What follows belongs to an exercise in optimizing a design on an open flow for small area, a short achievable clock period and few clock cycles per item; a production flow would make more cautious choices. The RTL was checked by simulation tests, not by an equivalence proof against the original design.

==> inputs of build 66 <==
Design matvec3, start of the top module:
module matvec3
(
    input  logic               clk,
    input  logic               reset,
    input  logic               input_valid,
    output logic               input_ready,
    input  logic signed [13:0] input_data,
    output logic               output_valid,
    input  logic               output_ready,
    output logic signed [27:0] output_data
);
==> flow/config.mk <==
export PLATFORM = sky130hd
export DESIGN_NAME = matvec3
export DESIGN_NICKNAME = matvec3
export VERILOG_FILES = /design/flow/design.v
export SDC_FILE = /design/flow/constraint.sdc
export NUM_CORES = 4
export LEC_CHECK = 0
export ABC_AREA = 1
export CAP_MARGIN = 20
export CORE_MARGIN = 2
export CORE_UTILIZATION = 40
export CTS_BUF_LIST = sky130_fd_sc_hd__clkbuf_8
export CTS_CLUSTER_SIZE = 40
export SETUP_SLACK_MARGIN = 4.05
export SLEW_MARGIN = 20
==> flow/constraint.sdc <==
create_clock -name core_clock -period 7.0 [get_ports {clk}]
set_input_delay 1.4000 -clock core_clock [delete_from_list [all_inputs] [get_ports {clk}]]
set_output_delay 1.4000 -clock core_clock [all_outputs]
set_load 0.01 [all_outputs]
standard.sh (not shown) runs the stock make flow with config.mk's settings and CLKGATE_MAP_FILE= SYNTH_SCRIPT=/design/flow/synth_recipe.tcl, a recipe that flattens the netlist after the stock synthesis.
==> flow/flow/run.sh <==
#!/bin/bash
# The standard layout (standard.sh) with two changes:
# - clock tree synthesis adds no dummy loads to balance the tree;
# - the port buffers are buf_1 cells.
set -o pipefail
export CTS_ARGS="-sink_clustering_enable -repair_clock_nets -sink_clustering_size 40 -buf_list sky130_fd_sc_hd__clkbuf_8 -dont_use_dummy_load"
export BUFFER_PORTS_ARGS="-buffer_cell sky130_fd_sc_hd__buf_1"
bash standard.sh > standard.log 2>&1
==> inputs of build 77, as changes to build 66 <==
==> flow/flow/run.sh (replaced) <==
#!/bin/bash
# The standard layout (standard.sh) with three changes:
# - synthesis skips the quick abc pass inside yosys's synth command
#   (SYNTH_ARGS=-noabc), so the adder cells are extracted from the design's
#   own full-adder logic; the registers are the standard synthesis's;
# - clock tree synthesis adds no dummy loads to balance the tree;
# - the port buffers are buf_1 cells.
set -o pipefail
export SYNTH_ARGS="-noabc"
export CTS_ARGS="-sink_clustering_enable -repair_clock_nets -sink_clustering_size 40 -buf_list sky130_fd_sc_hd__clkbuf_8 -dont_use_dummy_load"
export BUFFER_PORTS_ARGS="-buffer_cell sky130_fd_sc_hd__buf_1"
bash standard.sh > standard.log 2>&1
Settings changed: SETUP_SLACK_MARGIN 4.05 to 4.0.
==> inputs of trial 94, as changes to build 66 <==
Settings changed: SETUP_SLACK_MARGIN 4.05 to 4.2.
==> inputs of trial 23, as changes to build 66 <==
Settings changed: SETUP_SLACK_MARGIN 4.05 to 3.9.
==> comparison table <==
item                                                               build 77    build 66      trial 94     trial 23
Outcome                                            timing/DRC/antenna clean  timing/DRC/antenna clean  timing/DRC/antenna clean  timing/DRC/antenna clean
Routed length on met1                                              12900 um    13200 um      13600 um     13000 um
Syn nets                                                               1573        1639          1639         1639
Register share of the cell area                                       40.3%       40.3%         38.6%        40.3%
Share of the final layout cell area in multi-input gates              44.4%       43.3%         42.8%        43.3%
Global-route track usage on met3                                      2.89%       3.05%         2.83%        2.71%
Worst-case clock skew                                               58.7 ps     49.1 ps       60.7 ps      70.6 ps
Number of iterations in the first detailed-routing pass                   5           5             5            7
Sink of the worst hold path                                     ring[11][5]  ring[5][2]  ring[11][13]  ring[11][3]
Actual transition at the worst max-transition pin                   1090 ps      813 ps        870 ps       902 ps
Worst reg2reg path depth                                                 10          11            11           13
Global-route wire length before repair                             45400 um    46700 um      47000 um     45900 um
Number of standard cells in the final layout excluding fillers         1884        1971          2020         1967
Number of CTS-inserted buffers                                           48          48            47           47
Testbench counts of build 66, summed over its fixed seeds: cycles 4,680, items 1,152.
Testbench counts of build 77, summed over its fixed seeds: cycles 4,680, items 1,152.
Testbench counts of trial 94, summed over its fixed seeds: cycles 4,680, items 1,152.
Testbench counts of trial 23, summed over its fixed seeds: cycles 4,680, items 1,152.

========
==> inputs of run a <==
Another version of the RTL of matvec3 (not shown whole).
## matvec3
module matvec3
(
    input  logic               clk,
    input  logic               reset,
    input  logic               input_valid,
    output logic               input_ready,
    input  logic signed [13:0] input_data,
    output logic               output_valid,
    input  logic               output_ready,
    output logic signed [27:0] output_data
);
clock: 7.0 ns
lec_check: 0
abc_area: 1
cap_margin: 20
core_margin: 2
core_utilization: 40
cts_buf_list: sky130_fd_sc_hd__clkbuf_8
cts_cluster_size: 40
setup_slack_margin: 3.65
slew_margin: 20
run.sh (not shown) runs the stock make flow with config.mk's settings and CLKGATE_MAP_FILE= SYNTH_SCRIPT=/design/flow/synth_recipe.tcl, a recipe that flattens the netlist after the stock synthesis.
Stock flow here: none of the scripts above is used.
==> run b: changes against run a <==
--- a/flow/config.mk
+++ b/flow/config.mk
@@ -10,6 +10,4 @@
 export CORE_MARGIN = 2
-export CORE_UTILIZATION = 40
-export CTS_BUF_LIST = sky130_fd_sc_hd__clkbuf_8
-export CTS_CLUSTER_SIZE = 40
-export SETUP_SLACK_MARGIN = 3.65
+export CORE_UTILIZATION = 65
+export SETUP_SLACK_MARGIN = 3.8
 export SLEW_MARGIN = 20
==> notes <==
First-iteration DRC count: run a is larger than run b (11%).
In run b the critical path depth is lower than in run a, by 1.
Against run b, the global-route usage of run a is lower by 11 points.
Run b finished with timing, DRC and antenna clean. Run a ran to the end with no violations.
Against run b, the clock skew of run a is higher by 0.015 ns.
==> figures <==
Max Fclk: run b 0.3148 GHz; run a 0.3104 GHz
Inverter count: run b 227; run a 226
Run status: run b timing/DRC/antenna clean; run a timing/DRC/antenna clean
Total routed wire length on the met1 layer: run b 13420 um; run a 14760 um
Worst slew pin tran: run b 0.9683 ns; run a 0.9321 ns
Share of cell area taken by multi-input logic gates: run b 0.4265; run a 0.4249
Arrival @ worst endpoint: run b 3.59 ns; run a 3.68 ns
Critical R2R Launch: run b ring[9][10]; run a ring[9][9]
Post-CTS Setup Inserts: run b 7; run a 0
Testbench counts of run a, summed over its fixed seeds: cycles 4,680, items 1,152.
Testbench counts of run b, summed over its fixed seeds: cycles 4,680, items 1,152.

========
==> run D: inputs <==
matvec3, a different RTL version from the one above (not shown whole).
Settings: LEC_CHECK=0, ABC_AREA=1, CAP_MARGIN=20, CORE_MARGIN=2, CORE_UTILIZATION=40, CTS_BUF_LIST=sky130_fd_sc_hd__clkbuf_8, CTS_CLUSTER_SIZE=40, SETUP_SLACK_MARGIN=4.1, SLEW_MARGIN=20; clock period 7.0 ns.
==> run E: changes against run D <==
==> flow/flow/run.sh (new file) <==
#!/bin/bash
# The standard layout (standard.sh) with three changes:
# - synthesis skips the quick abc pass inside yosys's synth command
#   (SYNTH_ARGS=-noabc), so the adder cells are extracted from the design's
#   own full-adder logic; the registers are the standard synthesis's;
# - clock tree synthesis adds no dummy loads to balance the tree;
# - the port buffers are buf_1 cells.
set -o pipefail
export SYNTH_ARGS="-noabc"
export CTS_ARGS="-sink_clustering_enable -repair_clock_nets -sink_clustering_size 40 -buf_list sky130_fd_sc_hd__clkbuf_8 -dont_use_dummy_load"
export BUFFER_PORTS_ARGS="-buffer_cell sky130_fd_sc_hd__buf_1"
bash standard.sh > standard.log 2>&1
==> flow/standard.sh (new file) <==
#!/bin/bash
# synth_recipe.tcl (not shown) runs the flow's synth.tcl, then flattens the netlist and writes it again
# the make line also repeats each setting of config.mk as NAME=value (left out here)
make -C /OpenROAD-flow-scripts/flow DESIGN_CONFIG=/design/flow/config.mk WORK_HOME=/design/flow/orfs CLKGATE_MAP_FILE= SYNTH_SCRIPT=/design/flow/synth_recipe.tcl "${@:-finish}"
removed: flow/run.sh
==> impl_results.md <==
- Routed WL per cell: around 16 um
- Period utilisation layout: roughly 40%
- Detailed-route vias per instance: 4.78
- Status: complete, no violations
- Routability cong.: 0.879
The numbers above come from run D.

==> impl_results.md <==
- Period utilisation layout: about two fifths
- Routability cong.: 0.863
- Status: complete, no violations
The numbers above come from run E.

Testbench counts of run D, summed over its fixed seeds: cycles 4,680, items 1,152.
Testbench counts of run E, summed over its fixed seeds: cycles 4,680, items 1,152.

========
==> v10 <==
RTL: one of the versions met above, not the one the previous note started from.
clock: 7.0 ns
lec_check: 0
abc_area: 1
cap_margin: 20
core_margin: 2
core_utilization: 40
setup_slack_margin: 3.8
slew_margin: 20
Stock flow here: none of the scripts above is used.
==> v37 (differences from v10) <==
- SETUP_SLACK_MARGIN: 3.8 -> unset
==> v33 (differences from v10) <==
- CTS_BUF_LIST: unset -> sky130_fd_sc_hd__clkbuf_8
- CTS_CLUSTER_SIZE: unset -> 40
- SETUP_SLACK_MARGIN: 3.8 -> 3.5
==> results by group <==
Outcome
  • Status: timing/DRC/antenna clean

STA
  • Worst relative slew slack: 0.366
  • Final critical-path required period: 3.55 ns
  • F_max: 0.282 GHz

Critical path
  • R2R Setup Slk: 3.45 ns
  • FF-to-FF path depth: 7
  • Worst setup startpoint: neg_q[1]

Clocking
  • CTS HTree Levels: 1
  • Root Buffer: clkbuf_16

Finish
  • Finished layout cell area: 15900 sq um
  • Inverter count: 226
  • Multi-input gate area: 6740 sq um

GRT
  • Grt met2 use: 0.270
  • Vias in the first global route: 9465
  • Met1 usage in global routing: 0.240

Routing
  • Met3 routed WL: 1.38 mm
  • Via count: 9647

Placement
  • DPL Wire Length: 23.2 mm
the above is filed under v37

==> results by group <==
Finish
  • Multi-input gate area: 6790 sq um
  • Finished layout cell area: 16300 sq um

Clocking
  • Root Buffer: clkbuf_16

Outcome
  • Status: timing/DRC/antenna clean

STA
  • Worst relative slew slack: 0.351

GRT
  • Vias in the first global route: 9628
  • Grt met2 use: 0.290

Placement
  • DPL Wire Length: 23.5 mm

Critical path
  • Worst setup startpoint: ring[9][13]
  • FF-to-FF path depth: 8

Routing
  • Met3 routed WL: 1.67 mm
the above is filed under v10

==> results by group <==
Outcome
  • Status: timing/DRC/antenna clean

Routing
  • Met3 routed WL: 1.55 mm
  • Via count: 9738

Critical path
  • Worst setup startpoint: ring[9][13]
  • R2R Setup Slk: 3.65 ns

Placement
  • DPL Wire Length: 23.2 mm

STA
  • Worst relative slew slack: 0.377
  • Final critical-path required period: 3.35 ns

GRT
  • Grt met2 use: 0.272

Finish
  • Inverter count: 226
the above is filed under v33

Testbench counts of v10, summed over its fixed seeds: cycles 4,680, items 1,152.
Testbench counts of v37, summed over its fixed seeds: cycles 4,680, items 1,152.
Testbench counts of v33, summed over its fixed seeds: cycles 4,680, items 1,152.

========
==> inputs of trial 53 <==
Another version of the RTL of matvec3 (not shown whole).
clock: 7.0 ns
lec_check: 0
abc_area: 1
cap_margin: 20
core_margin: 2
core_utilization: 40
cts_buf_list: sky130_fd_sc_hd__clkbuf_8
cts_cluster_size: 40
setup_slack_margin: 4.5
slew_margin: 20
==> trial 52 (differences from trial 53) <==
==> flow/flow/run.sh (new file) <==
#!/bin/bash
# The standard layout, with clock tree synthesis told not to add dummy
# loads for balancing. Everything else is the standard.sh.
set -o pipefail
export CTS_ARGS="-sink_clustering_enable -repair_clock_nets -sink_clustering_size 40 -buf_list sky130_fd_sc_hd__clkbuf_8 -dont_use_dummy_load"
bash standard.sh > standard.log 2>&1
==> flow/standard.sh (new file) <==
#!/bin/bash
# synth_recipe.tcl (not shown) runs the flow's synth.tcl, then flattens the netlist and writes it again
# the make line also repeats each setting of config.mk as NAME=value (left out here)
make -C /OpenROAD-flow-scripts/flow DESIGN_CONFIG=/design/flow/config.mk WORK_HOME=/design/flow/orfs CLKGATE_MAP_FILE= SYNTH_SCRIPT=/design/flow/synth_recipe.tcl "${@:-finish}"
- SETUP_SLACK_MARGIN: 4.5 -> 4.1
removed: flow/run.sh
==> trial 15 (differences from trial 53) <==
- SETUP_SLACK_MARGIN: 4.5 -> 4.1
==> summary.txt <==
Status: timing/DRC/antenna clean
Clock Buffer Count: 50
Placed wire-length estimate: 24.2 mm
CP Depth: 14
Routability cong.: 0.923
Number of buffer and inverter stages on the critical path: 3
The numbers above come from trial 52.

==> summary.txt <==
Most common flop cell mapped by yosys: dfxtp_1
Post-CTS sizing: 86
Number of buffer and inverter stages on the critical path: 3
Status: timing/DRC/antenna clean
Routability cong.: 0.923
Max Freq: 0.352 GHz
Clock Buffer Count: 60
DRT iter0 DRCs: 634
Placed wire-length estimate: 24.2 mm
CP Depth: 16
The numbers above come from trial 15.

==> summary.txt <==
Status: timing/DRC/antenna clean
Clock Buffer Count: 63
Slew @ Worst Pin: 0.762 ns
Number of buffer and inverter stages on the critical path: 1
Placed wire-length estimate: 24.2 mm
Routability cong.: 0.899
CP Depth: 10
Endpoints failing hold: 0
The numbers above come from trial 53.

Testbench counts of trial 53, summed over its fixed seeds: cycles 4,680, items 1,152.
Testbench counts of trial 52, summed over its fixed seeds: cycles 4,680, items 1,152.
Testbench counts of trial 15, summed over its fixed seeds: cycles 4,680, items 1,152.

========
==> harbor: inputs <==
Starting RTL as in the previous note.
Settings: LEC_CHECK=0, ABC_AREA=1, CAP_MARGIN=20, CORE_MARGIN=2, CORE_UTILIZATION=40, CTS_BUF_LIST=sky130_fd_sc_hd__clkbuf_8, CTS_CLUSTER_SIZE=40, SETUP_SLACK_MARGIN=3.8, SLEW_MARGIN=20; clock period 7.0 ns.
Stock flow here: none of the scripts above is used.
==> fjord: changes against harbor <==
SETUP_SLACK_MARGIN = 4.3   (was 3.8)
==> notes.md <==
| metric | fjord | harbor |
|---|---|---|
| Starting DRC count in detailed routing | 653 | 669 |
| Met3 track utilization from global routing | 3.208% | 2.911% |
| DRT Wirelength | 35350 um | 32530 um |
| Number of buffers and inverters on the critical path | 3 | 2 |
| Run status | finished clean | finished clean |
| Seq area share | 36.20% | 39.41% |
| Sequential standard cell area | 6543 um^2 | 6507 um^2 |
| Worst clock skew on the final layout | 0.02971 ns | 0.03493 ns |
| Logic depth of the worst path, buffers included | 15 | 13 |
| Min Tclk post-route | 2.865 ns | 3.156 ns |
| Hold path startpoint | ring[6][6]$_DFF_P_ | ring[1][11]$_DFF_P_ |
| Clock edge transition at the registers on the reported setup and hold paths | 0.07 ns | 0.06 ns |
| Reg-to-reg setup timing slack | 4.13 ns | 3.84 ns |
| Sum of net half-perimeters after detailed placement | 24340 um | 24240 um |
| Total clock buffers created by CTS | 50 | 52 |
| Post-layout util | 50.93% | 46.54% |
Testbench counts of harbor, summed over its fixed seeds: cycles 4,680, items 1,152.
Testbench counts of fjord, summed over its fixed seeds: cycles 4,680, items 1,152.

========
==> onyx <==
matvec3 with an RTL version that a note above also has.
==> flow/config.mk <==
export PLATFORM = sky130hd
export DESIGN_NAME = matvec3
export DESIGN_NICKNAME = matvec3
export VERILOG_FILES = /design/flow/design.v
export SDC_FILE = /design/flow/constraint.sdc
export NUM_CORES = 4
export LEC_CHECK = 0
export ABC_AREA = 1
export CAP_MARGIN = 20
export CORE_MARGIN = 2
export CORE_UTILIZATION = 40
export CTS_BUF_LIST = sky130_fd_sc_hd__clkbuf_4
export CTS_CLUSTER_SIZE = 40
export SETUP_SLACK_MARGIN = 4.1
export SLEW_MARGIN = 20
==> flow/constraint.sdc <==
create_clock -name core_clock -period 7.0 [get_ports {clk}]
set_input_delay 1.4000 -clock core_clock [delete_from_list [all_inputs] [get_ports {clk}]]
set_output_delay 1.4000 -clock core_clock [all_outputs]
set_load 0.01 [all_outputs]
==> willow: changes against onyx <==
==> flow/flow/run.sh (new file) <==
#!/bin/bash
# The standard layout (standard.sh) with two changes:
# - clock tree synthesis adds no dummy loads to balance the tree;
# - the port buffers are buf_1 cells.
set -o pipefail
export CTS_ARGS="-sink_clustering_enable -repair_clock_nets -sink_clustering_size 40 -buf_list sky130_fd_sc_hd__clkbuf_8 -dont_use_dummy_load"
export BUFFER_PORTS_ARGS="-buffer_cell sky130_fd_sc_hd__buf_1"
export RECOVER_POWER=100
bash standard.sh > standard.log 2>&1
==> flow/standard.sh (new file) <==
#!/bin/bash
# synth_recipe.tcl (not shown) runs the flow's synth.tcl, then flattens the netlist and writes it again
# the make line also repeats each setting of config.mk as NAME=value (left out here)
make -C /OpenROAD-flow-scripts/flow DESIGN_CONFIG=/design/flow/config.mk WORK_HOME=/design/flow/orfs CLKGATE_MAP_FILE= SYNTH_SCRIPT=/design/flow/synth_recipe.tcl "${@:-finish}"
--- a/flow/config.mk
+++ b/flow/config.mk
@@ -11,3 +11,3 @@
 export CORE_UTILIZATION = 40
-export CTS_BUF_LIST = sky130_fd_sc_hd__clkbuf_4
+export CTS_BUF_LIST = sky130_fd_sc_hd__clkbuf_8
 export CTS_CLUSTER_SIZE = 40
removed: flow/run.sh
==> notes <==
willow reached the layout checks and failed them: max-capacitance violations, max-slew violations. onyx produced a clean layout. Against onyx, the register-to-register slack of willow is lower by 1.2 ns. Against onyx, the non-clock buffer count of willow is higher by 2. Synthesized cell count is the same in onyx and willow. In onyx the critical path depth is higher than in willow, by 4.
==> figures <==
quantity	willow	onyx
Worst setup path startpoint	first_d$_DFF_P_	input_valid
Ratio of layout area to synthesized area	1.1066x	1.1633x
Fill cells	3505	3443
Run status	failed layout checks	timing/DRC/antenna clean
Violated checks	max-capacitance violations, max-slew violations	-
Insertion delay to the later sink of the worst-skew pair	0.58 ns	0.72 ns
Startpoint of the tightest hold check path	ring[7][4]$_DFF_P_	ring[6][4]$_DFF_P_
Overall routing resource usage	17.69%	18.57%
Critical Path Fanout Max	19	26
Cell at the root of the clock tree	clkbuf_8	clkbuf_4
Clock tree skew after final layout	0.08802 ns	0.07919 ns
Area of the multi-input gates	0.007029 mm²	0.007315 mm²
Testbench counts of onyx, summed over its fixed seeds: cycles 4,680, items 1,152.
Testbench counts of willow, summed over its fixed seeds: cycles 4,680, items 1,152.

## static timing again, ports no longer ideal
In the flow no input, the clock included, has a driving cell. The finished layouts below were timed again as built, in two steps.
Step 1 assumes that a clkbuf_16 drives the clock port and a buf_2 every other input.
Step 2 times the ports against the registers' clock, not the clock port: input delays grow and output delays shrink by t, the midpoint of the rising clock arrivals with the driver on.
Slacks: ideal / step 1 / step 2; pairs: ideal / step 1.
| run | t, ns | setup slack, ns | worst setup path at the end | worst slew at a driven data input, ns | pins driven straight from the clock port |
|---|---|---|---|---|---|
| build 66 | 0.589 | 4.138 / 4.138 / 3.646 | input to register | 0.03 | 1 |
| build 77 | 0.585 | 4.097 / 4.097 / 3.657 | input to register | 0.04 | 1 |
| trial 94 | 0.585 | 4.099 / 4.099 / 3.795 | input to register | 0.03 | 1 |
| trial 23 | 0.586 | 3.907 / 3.907 / 3.610 | input to register | 0.03 | 1 |
| run a | 0.612 | 3.778 / 3.778 / 3.211 | input to register | 0.04 | 1 |
| run b | 0.590 | 3.824 / 3.824 / 3.350 | input to register | 0.05 | 1 |
| run D | 0.613 | 4.196 / 4.196 / 3.689 | input to register | 0.06 | 1 |
| run E | 0.599 | 4.096 / 4.105 / 3.506 | input to register | 0.06 | 1 |
| v10 | 0.608 | 3.856 / 3.856 / 3.356 | input to register | 0.05 | 1 |
| v37 | 0.613 | 3.455 / 3.455 / 3.002 | input to register | 0.04 | 1 |
| v33 | 0.612 | 3.650 / 3.650 / 3.213 | input to register | 0.04 | 1 |
| trial 53 | 0.631 | 4.226 / 4.226 / 3.701 | input to register | 0.05 | 1 |
| trial 52 | 0.579 | 4.142 / 4.125 / 3.710 | input to register | 0.05 | 1 |
| trial 15 | 0.614 | 4.158 / 4.130 / 3.739 | input to register | 0.05 | 1 |
| harbor | 0.631 | 3.844 / 3.834 / 3.373 | input to register | 0.06 | 1 |
| fjord | 0.638 | 4.135 / 4.135 / 3.606 | input to register | 0.04 | 1 |
| onyx | 0.728 | 3.915 / 3.939 / 3.211 | input to register | 0.06 | 1 |
| willow | 0.582 | 2.981 / 2.981 / 2.834 | input to register | 0.06 | 1 |
For onyx, which loses most, drivers alone change the setup slack by +0.024 ns; drivers and shift together by -0.704 ns.
